From an optimization exercise on the open Yosys and OpenROAD flow, aimed at small area; shortcuts taken in it are not production practice. Function was checked by simulation only, so behaviour that the tests miss may differ from the original. The flow treats the clock pin as an ideal source, which a real chip does not have. Power figures rest on the tool's default switching activity, not on a simulated workload.

## rev 12
Design packet_fifo_sf, start of the top module:
module packet_fifo_sf #(
    parameter int DATA_W = 8,
    parameter int ADDR_W = 7,
    parameter int CNT_W  = 16
) (
    input  logic              clk,
    input  logic              rst,
    input  logic              wr_en,
    input  logic              wr_first,
    input  logic              wr_last,
    input  logic              wr_abort,
    input  logic [DATA_W-1:0] wr_data,
    input  logic              rd_ready,
    output logic              rd_valid,
    output logic [DATA_W-1:0] rd_data,
    output logic              rd_first,
    output logic              rd_last,
    output logic              empty,
    output logic              full,
    output logic [ADDR_W:0]   level,
    output logic [ADDR_W:0]   pkt_count,
    output logic [CNT_W-1:0]  drop_count
);
    localparam int DEPTH = 1 << ADDR_W;
    logic              in_pkt, in_drop;
    logic [ADDR_W:0]   rd_ptr, commit_ptr, wr_ptr, wr_ptr_nxt;
    logic [ADDR_W:0]   base_ptr;
    logic [DATA_W:0]   mem [DEPTH];    
    logic [DATA_W:0]   rd_word;
    logic              nxt_first;      
    logic              frame_err, accept, space_ok, stored;
    logic              mem_we, commit, rd_load, rd_take_last, rd_avail;
    logic [1:0]        drop_add;
    logic [CNT_W:0]    drop_sum;
    assign base_ptr  = wr_first ? commit_ptr : wr_ptr;
    assign space_ok  = !((base_ptr[ADDR_W-1:0] == rd_ptr[ADDR_W-1:0]) &&
                         (base_ptr[ADDR_W] != rd_ptr[ADDR_W]));
    assign frame_err = in_pkt && wr_first;
    assign accept    = in_pkt || wr_first;
    assign stored    = wr_en && !wr_abort && accept;
    assign mem_we     = stored && space_ok;
    assign commit     = mem_we && wr_last;
    assign wr_ptr_nxt = mem_we ? base_ptr + 1'b1 :
  ...
For scale: ~2400 cells after synthesis, about 1200 flip-flops, roughly 60 I/O pins.
==> module packet_fifo_sf, before the edit <==
module packet_fifo_sf #(
    parameter int DATA_W = 8,
    parameter int ADDR_W = 7,
    parameter int CNT_W  = 16
) (
    input  logic              clk,
    input  logic              rst,
    input  logic              wr_en,
    input  logic              wr_first,
    input  logic              wr_last,
    input  logic              wr_abort,
    input  logic [DATA_W-1:0] wr_data,
    input  logic              rd_ready,
    output logic              rd_valid,
    output logic [DATA_W-1:0] rd_data,
    output logic              rd_first,
    output logic              rd_last,
    output logic              empty,
    output logic              full,
    output logic [ADDR_W:0]   level,
    output logic [ADDR_W:0]   pkt_count,
    output logic [CNT_W-1:0]  drop_count
);
    localparam int DEPTH = 1 << ADDR_W;
    logic              in_pkt, in_drop;
    logic [ADDR_W:0]   rd_ptr, commit_ptr, wr_ptr, wr_ptr_nxt;
    logic [ADDR_W:0]   base_ptr;
    logic [DATA_W:0]   mem [DEPTH];    
    logic [DATA_W:0]   rd_word;
    logic              nxt_first;      
    logic              frame_err, accept, space_ok, stored;
    logic              mem_we, commit, rd_load, rd_take_last, rd_avail;
    logic [1:0]        drop_add;
    logic [CNT_W:0]    drop_sum;
    assign base_ptr  = wr_first ? commit_ptr : wr_ptr;
    assign space_ok  = !((base_ptr[ADDR_W-1:0] == rd_ptr[ADDR_W-1:0]) &&
                         (base_ptr[ADDR_W] != rd_ptr[ADDR_W]));
    assign frame_err = in_pkt && wr_first;
    assign accept    = in_pkt || wr_first;
    assign stored    = wr_en && !wr_abort && accept;
    assign mem_we     = stored && space_ok;
    assign commit     = mem_we && wr_last;
    assign wr_ptr_nxt = mem_we ? base_ptr + 1'b1 :
                        ((wr_abort && in_pkt) || stored) ? commit_ptr : wr_ptr;
    always_comb begin
        drop_add = 2'd0;
        if (wr_abort)
            drop_add = {1'b0, in_pkt};
        else if (wr_en) begin
            if (!accept)
                drop_add = {1'b0, !in_drop};
            else if (!space_ok)
                drop_add = frame_err ? 2'd2 : 2'd1;
            else
                drop_add = {1'b0, frame_err};
        end
    end
    always_ff @(posedge clk or posedge rst) begin
        if (rst) begin
            in_pkt  <= 1'b0;
            in_drop <= 1'b0;
        end else if (wr_abort) begin
            in_pkt  <= 1'b0;
            in_drop <= 1'b0;
        end else if (wr_en) begin
            if (accept) begin
                in_pkt  <= !wr_last && space_ok;
                in_drop <= !wr_last && !space_ok;
            end else if (wr_last) begin
                in_pkt  <= 1'b0;
                in_drop <= 1'b0;
            end
        end
    end
    always_ff @(posedge clk) begin
        if (mem_we)
            mem[base_ptr[ADDR_W-1:0]] <= {wr_last, wr_data};
    end
    localparam int NG3 = DEPTH / 3;              
    localparam int NG  = (DEPTH + 2) / 3;        
    localparam int NQ  = (NG + 3) / 4;           
    logic [DEPTH-1:0]  rd_sel;
    logic [DATA_W:0]   grp_n [NG];
    logic [DATA_W:0]   quad  [NQ];
    always_comb
        for (int i = 0; i < DEPTH; i++)
            rd_sel[i] = (rd_ptr[ADDR_W-1:0] == ADDR_W'(i));
    for (genvar g = 0; g < NG3; g++) begin : g_rd3
        packet_fifo_sf_rd3 u_rd3 (
            .sel(rd_sel[3*g +: 3]), .d0(mem[3*g]), .d1(mem[3*g+1]), .d2(mem[3*g+2]),
            .y_n(grp_n[g]));
    end
    if (DEPTH % 3 == 2) begin : g_rd2
        packet_fifo_sf_rd2 u_rd2 (
            .sel(rd_sel[3*NG3 +: 2]), .d0(mem[3*NG3]), .d1(mem[3*NG3+1]),
            .y_n(grp_n[NG3]));
    end
    if (DEPTH % 3 == 1) begin : g_rd1
        assign grp_n[NG3] = ~(mem[3*NG3] & {(DATA_W+1){rd_sel[3*NG3]}});
    end
    for (genvar q = 0; q < NG / 4; q++) begin : g_quad
        packet_fifo_sf_nand4 u_quad (
            .a(grp_n[4*q]), .b(grp_n[4*q+1]), .c(grp_n[4*q+2]), .d(grp_n[4*q+3]),
            .y(quad[q]));
    end
    if (NG % 4 == 3) begin : g_tri
        packet_fifo_sf_nand3 u_tri (
            .a(grp_n[NG-3]), .b(grp_n[NG-2]), .c(grp_n[NG-1]), .y(quad[NQ-1]));
    end
    if (NG % 4 == 2) begin : g_duo
        assign quad[NQ-1] = ~(grp_n[NG-2] & grp_n[NG-1]);
    end
    if (NG % 4 == 1) begin : g_uno
        assign quad[NQ-1] = ~grp_n[NG-1];
    end
    always_comb begin
        rd_word = '0;
        for (int q = 0; q < NQ; q++)
            rd_word = rd_word | quad[q];
    end
    assign rd_avail     = (rd_ptr != commit_ptr);
    assign rd_load      = (!rd_valid || rd_ready) && rd_avail;
    assign rd_take_last = rd_valid && rd_ready && rd_last;
    assign drop_sum     = {1'b0, drop_count} + (CNT_W+1)'(drop_add);
    always_ff @(posedge clk or posedge rst) begin
        if (rst) begin
            wr_ptr     <= '0;
            commit_ptr <= '0;
            rd_ptr     <= '0;
            rd_valid   <= 1'b0;
            rd_first   <= 1'b0;
            rd_last    <= 1'b0;
            rd_data    <= '0;
            nxt_first  <= 1'b1;
            pkt_count  <= '0;
            drop_count <= '0;
        end else begin
            wr_ptr <= wr_ptr_nxt;
            if (commit)
                commit_ptr <= wr_ptr_nxt;
            if (rd_load) begin
                {rd_last, rd_data} <= rd_word;
                rd_first  <= nxt_first;
                nxt_first <= rd_word[DATA_W];
                rd_valid  <= 1'b1;
                rd_ptr    <= rd_ptr + 1'b1;
            end else if (rd_ready) begin
                rd_valid <= 1'b0;
            end
            case ({commit, rd_take_last})
                2'b10:   pkt_count <= pkt_count + 1'b1;
                2'b01:   pkt_count <= pkt_count - 1'b1;
                default: pkt_count <= pkt_count;
            endcase
            drop_count <= drop_sum[CNT_W] ? {CNT_W{1'b1}} : drop_sum[CNT_W-1:0];
        end
    end
    assign level = wr_ptr - rd_ptr;
    assign full  = (wr_ptr ^ rd_ptr) == {1'b1, {ADDR_W{1'b0}}};
    assign empty = !rd_avail && !rd_valid;
endmodule
clock: 7.0 ns
lec_check: 0
cap_margin: 20
core_margin: 2
core_utilization: 62
gpl_timing_driven: 0
place_density: 0.8
slew_margin: 20
standard.sh (not shown) runs the stock make flow with config.mk's settings and CLKGATE_MAP_FILE= SYNTH_SCRIPT=/design/flow/synth_recipe.tcl, a recipe that flattens the netlist after the stock synthesis.
==> flow/flow/run.sh <==
#!/bin/bash
# Layout flow:
# - synthesis: the standard synthesis script, with an area-oriented ABC
#   mapping, and the read-port group modules of the RTL kept whole through
#   mapping (flattened at the end as usual; registers are the standard
#   synthesis's);
# - ports: buf_2 on each input and buf_1 on each output (pre_gp.tcl);
# - repair: no buffer larger than buf_2;
# - clock tree: clkbuf_8 clusters of up to 30 sinks, no dummy loads, then
#   clock buffers upsized where a register clock pin sees a slow edge.
# Each tool's output is in flow_*.log here and in orfs/logs.
set -euo pipefail
export LEAN_WORK=$PWD
export LEAN_FLOW=$PWD/flow
export LEAN_ABC_SCRIPT=$LEAN_FLOW/abc_area.script
keep="packet_fifo_sf_rd3 packet_fifo_sf_rd2 packet_fifo_sf_nand4 packet_fifo_sf_nand3"
bash standard.sh SYNTH_SCRIPT=$LEAN_FLOW/synth.tcl "SYNTH_KEEP_MODULES=$keep" synth > flow_synth.log 2>&1

# the platform's own dont_use list (ORFS sky130hd config.mk), plus larger buffers
plat_du="sky130_fd_sc_hd__probe_p_8 sky130_fd_sc_hd__probec_p_8 sky130_fd_sc_hd__lpflow_bleeder_1 sky130_fd_sc_hd__lpflow_clkbufkapwr_1 sky130_fd_sc_hd__lpflow_clkbufkapwr_16 sky130_fd_sc_hd__lpflow_clkbufkapwr_2 sky130_fd_sc_hd__lpflow_clkbufkapwr_4 sky130_fd_sc_hd__lpflow_clkbufkapwr_8 sky130_fd_sc_hd__lpflow_clkinvkapwr_1 sky130_fd_sc_hd__lpflow_clkinvkapwr_16 sky130_fd_sc_hd__lpflow_clkinvkapwr_2 sky130_fd_sc_hd__lpflow_clkinvkapwr_4 sky130_fd_sc_hd__lpflow_clkinvkapwr_8 sky130_fd_sc_hd__lpflow_decapkapwr_12 sky130_fd_sc_hd__lpflow_decapkapwr_3 sky130_fd_sc_hd__lpflow_decapkapwr_4 sky130_fd_sc_hd__lpflow_decapkapwr_6 sky130_fd_sc_hd__lpflow_decapkapwr_8 sky130_fd_sc_hd__lpflow_inputiso0n_1 sky130_fd_sc_hd__lpflow_inputiso0p_1 sky130_fd_sc_hd__lpflow_inputiso1n_1 sky130_fd_sc_hd__lpflow_inputiso1p_1 sky130_fd_sc_hd__lpflow_inputisolatch_1 sky130_fd_sc_hd__lpflow_isobufsrc_1 sky130_fd_sc_hd__lpflow_isobufsrc_16 sky130_fd_sc_hd__lpflow_isobufsrc_2 sky130_fd_sc_hd__lpflow_isobufsrc_4 sky130_fd_sc_hd__lpflow_isobufsrc_8 sky130_fd_sc_hd__lpflow_isobufsrckapwr_16 sky130_fd_sc_hd__lpflow_lsbuf_lh_hl_isowell_tap_1 sky130_fd_sc_hd__lpflow_lsbuf_lh_hl_isowell_tap_2 sky130_fd_sc_hd__lpflow_lsbuf_lh_hl_isowell_tap_4 sky130_fd_sc_hd__lpflow_lsbuf_lh_isowell_4 sky130_fd_sc_hd__lpflow_lsbuf_lh_isowell_tap_1 sky130_fd_sc_hd__lpflow_lsbuf_lh_isowell_tap_2 sky130_fd_sc_hd__lpflow_lsbuf_lh_isowell_tap_4"
extra_du="sky130_fd_sc_hd__buf_4 sky130_fd_sc_hd__buf_6 sky130_fd_sc_hd__buf_8 sky130_fd_sc_hd__buf_12 sky130_fd_sc_hd__buf_16 sky130_fd_sc_hd__bufbuf_8 sky130_fd_sc_hd__bufbuf_16 sky130_fd_sc_hd__clkbuf_4 sky130_fd_sc_hd__clkbuf_8 sky130_fd_sc_hd__clkbuf_16"

export PRE_GLOBAL_PLACE_TCL=$LEAN_FLOW/pre_gp.tcl
export CTS_ARGS="-sink_clustering_enable -repair_clock_nets -buf_list sky130_fd_sc_hd__clkbuf_8 -sink_clustering_size 30 -sink_clustering_max_diameter 80 -dont_use_dummy_load"
export POST_CTS_TCL=$LEAN_FLOW/post_cts.tcl
bash standard.sh SYNTH_SCRIPT=$LEAN_FLOW/synth.tcl "SYNTH_KEEP_MODULES=$keep" "DONT_USE_CELLS=$plat_du $extra_du" DONT_BUFFER_PORTS=1 finish > flow_layout.log 2>&1
Other scripts of this flow, unchanged in this note and not shown: flow/flow/abc_area.script, flow/flow/clkfix.tcl, flow/flow/post_cts.tcl, flow/flow/pre_gp.tcl, flow/flow/synth.tcl
> inputs changed (rev 12 -> rev 13)
--- a/flow/design.v
+++ b/flow/design.v
@@ -38,12 +38,12 @@
     assign frame_err = in_pkt && wr_first;
     assign accept    = in_pkt || wr_first;
     assign stored    = wr_en && !wr_abort && accept;
     assign mem_we     = stored && space_ok;
     assign commit     = mem_we && wr_last;
-    assign wr_ptr_nxt = mem_we ? base_ptr + 1'b1 :
-                        ((wr_abort && in_pkt) || stored) ? commit_ptr : wr_ptr;
+    assign wr_ptr_nxt = (((wr_abort && in_pkt) || (stored && (wr_first || !space_ok))) ?
+                         commit_ptr : wr_ptr) + (ADDR_W+1)'(mem_we);
     always_comb begin
         drop_add = 2'd0;
         if (wr_abort)
             drop_add = {1'b0, in_pkt};
         else if (wr_en) begin
@@ -141,19 +141,15 @@
             if (rd_load) begin
                 {rd_last, rd_data} <= rd_word;
                 rd_first  <= nxt_first;
                 nxt_first <= rd_word[DATA_W];
                 rd_valid  <= 1'b1;
-                rd_ptr    <= rd_ptr + 1'b1;
             end else if (rd_ready) begin
                 rd_valid <= 1'b0;
             end
-            case ({commit, rd_take_last})
-                2'b10:   pkt_count <= pkt_count + 1'b1;
-                2'b01:   pkt_count <= pkt_count - 1'b1;
-                default: pkt_count <= pkt_count;
-            endcase
+            pkt_count <= pkt_count + {{ADDR_W{rd_take_last && !commit}}, commit ^ rd_take_last};
+            rd_ptr     <= rd_ptr + (ADDR_W+1)'(rd_load);
             drop_count <= drop_sum[CNT_W] ? {CNT_W{1'b1}} : drop_sum[CNT_W-1:0];
         end
     end
     assign level = wr_ptr - rd_ptr;
     assign full  = (wr_ptr ^ rd_ptr) == {1'b1, {ADDR_W{1'b0}}};
Findings:
Violation count after the first detailed-route iteration (higher): rev 12. Higher cell depth of the worst min-delay path among rev 13 and rev 12: rev 13. Against rev 12, rev 13 comes in 1.8% lower on via count. For power attributed to the clock group, rev 12 and rev 13 come out practically identical. Rev 13 ended up with fewer standard cells than rev 12. Taking rev 12 as the reference, in rev 13 total of clock buffers placed in the layout dropped 2.1%; share of total power consumed by net switching dropped 1.2 points; area growth from synthesis to final layout barely changed; die area dropped 0.41%. Per the comparison of rev 13 with rev 12, summed area of non-filler cells in the final layout lower; buffer count excluding the clock tree in the final layout higher; power lower; source-to-sink clock delay at the later pin of the worst-skew pair roughly the same; slew of the pin with the lowest slew margin higher.

re-timing with driven ports:
The flow's constraints put no driver on any port. The routed layouts listed below were extracted and timed again, unchanged, in two steps.
Step 1 assumes that a clkbuf_16 drives the clock port and a buf_2 every other input.
Step 2 adds t to the input delays and takes it off the output delays; t is the mean of the earliest and latest rising clock arrival at the registers after step 1. Input paths then give back, and output paths get back, about the clock's delay inside the block.
Three values: no drivers, after step 1, after step 2; two values: the first two.
| run | t (ns) | setup WS [ns] | worst hold slack (ns) | worst setup path after step 2 | pins driven straight from the clock port |
|---|---|---|---|---|---|
| rev 12 | 0.795 | 1.135 / 1.142 / 0.347 | 0.475 / 0.475 / 0.475 | input to register | 1 |
| rev 13 | 0.808 | 1.404 / 1.425 / 0.617 | 0.497 / 0.497 / 0.497 | input to register | 1 |
After both steps every run listed still meets setup and hold. The setup slack of rev 12, which loses most, moves by +0.007 ns with the drivers and by -0.788 ns with both steps.
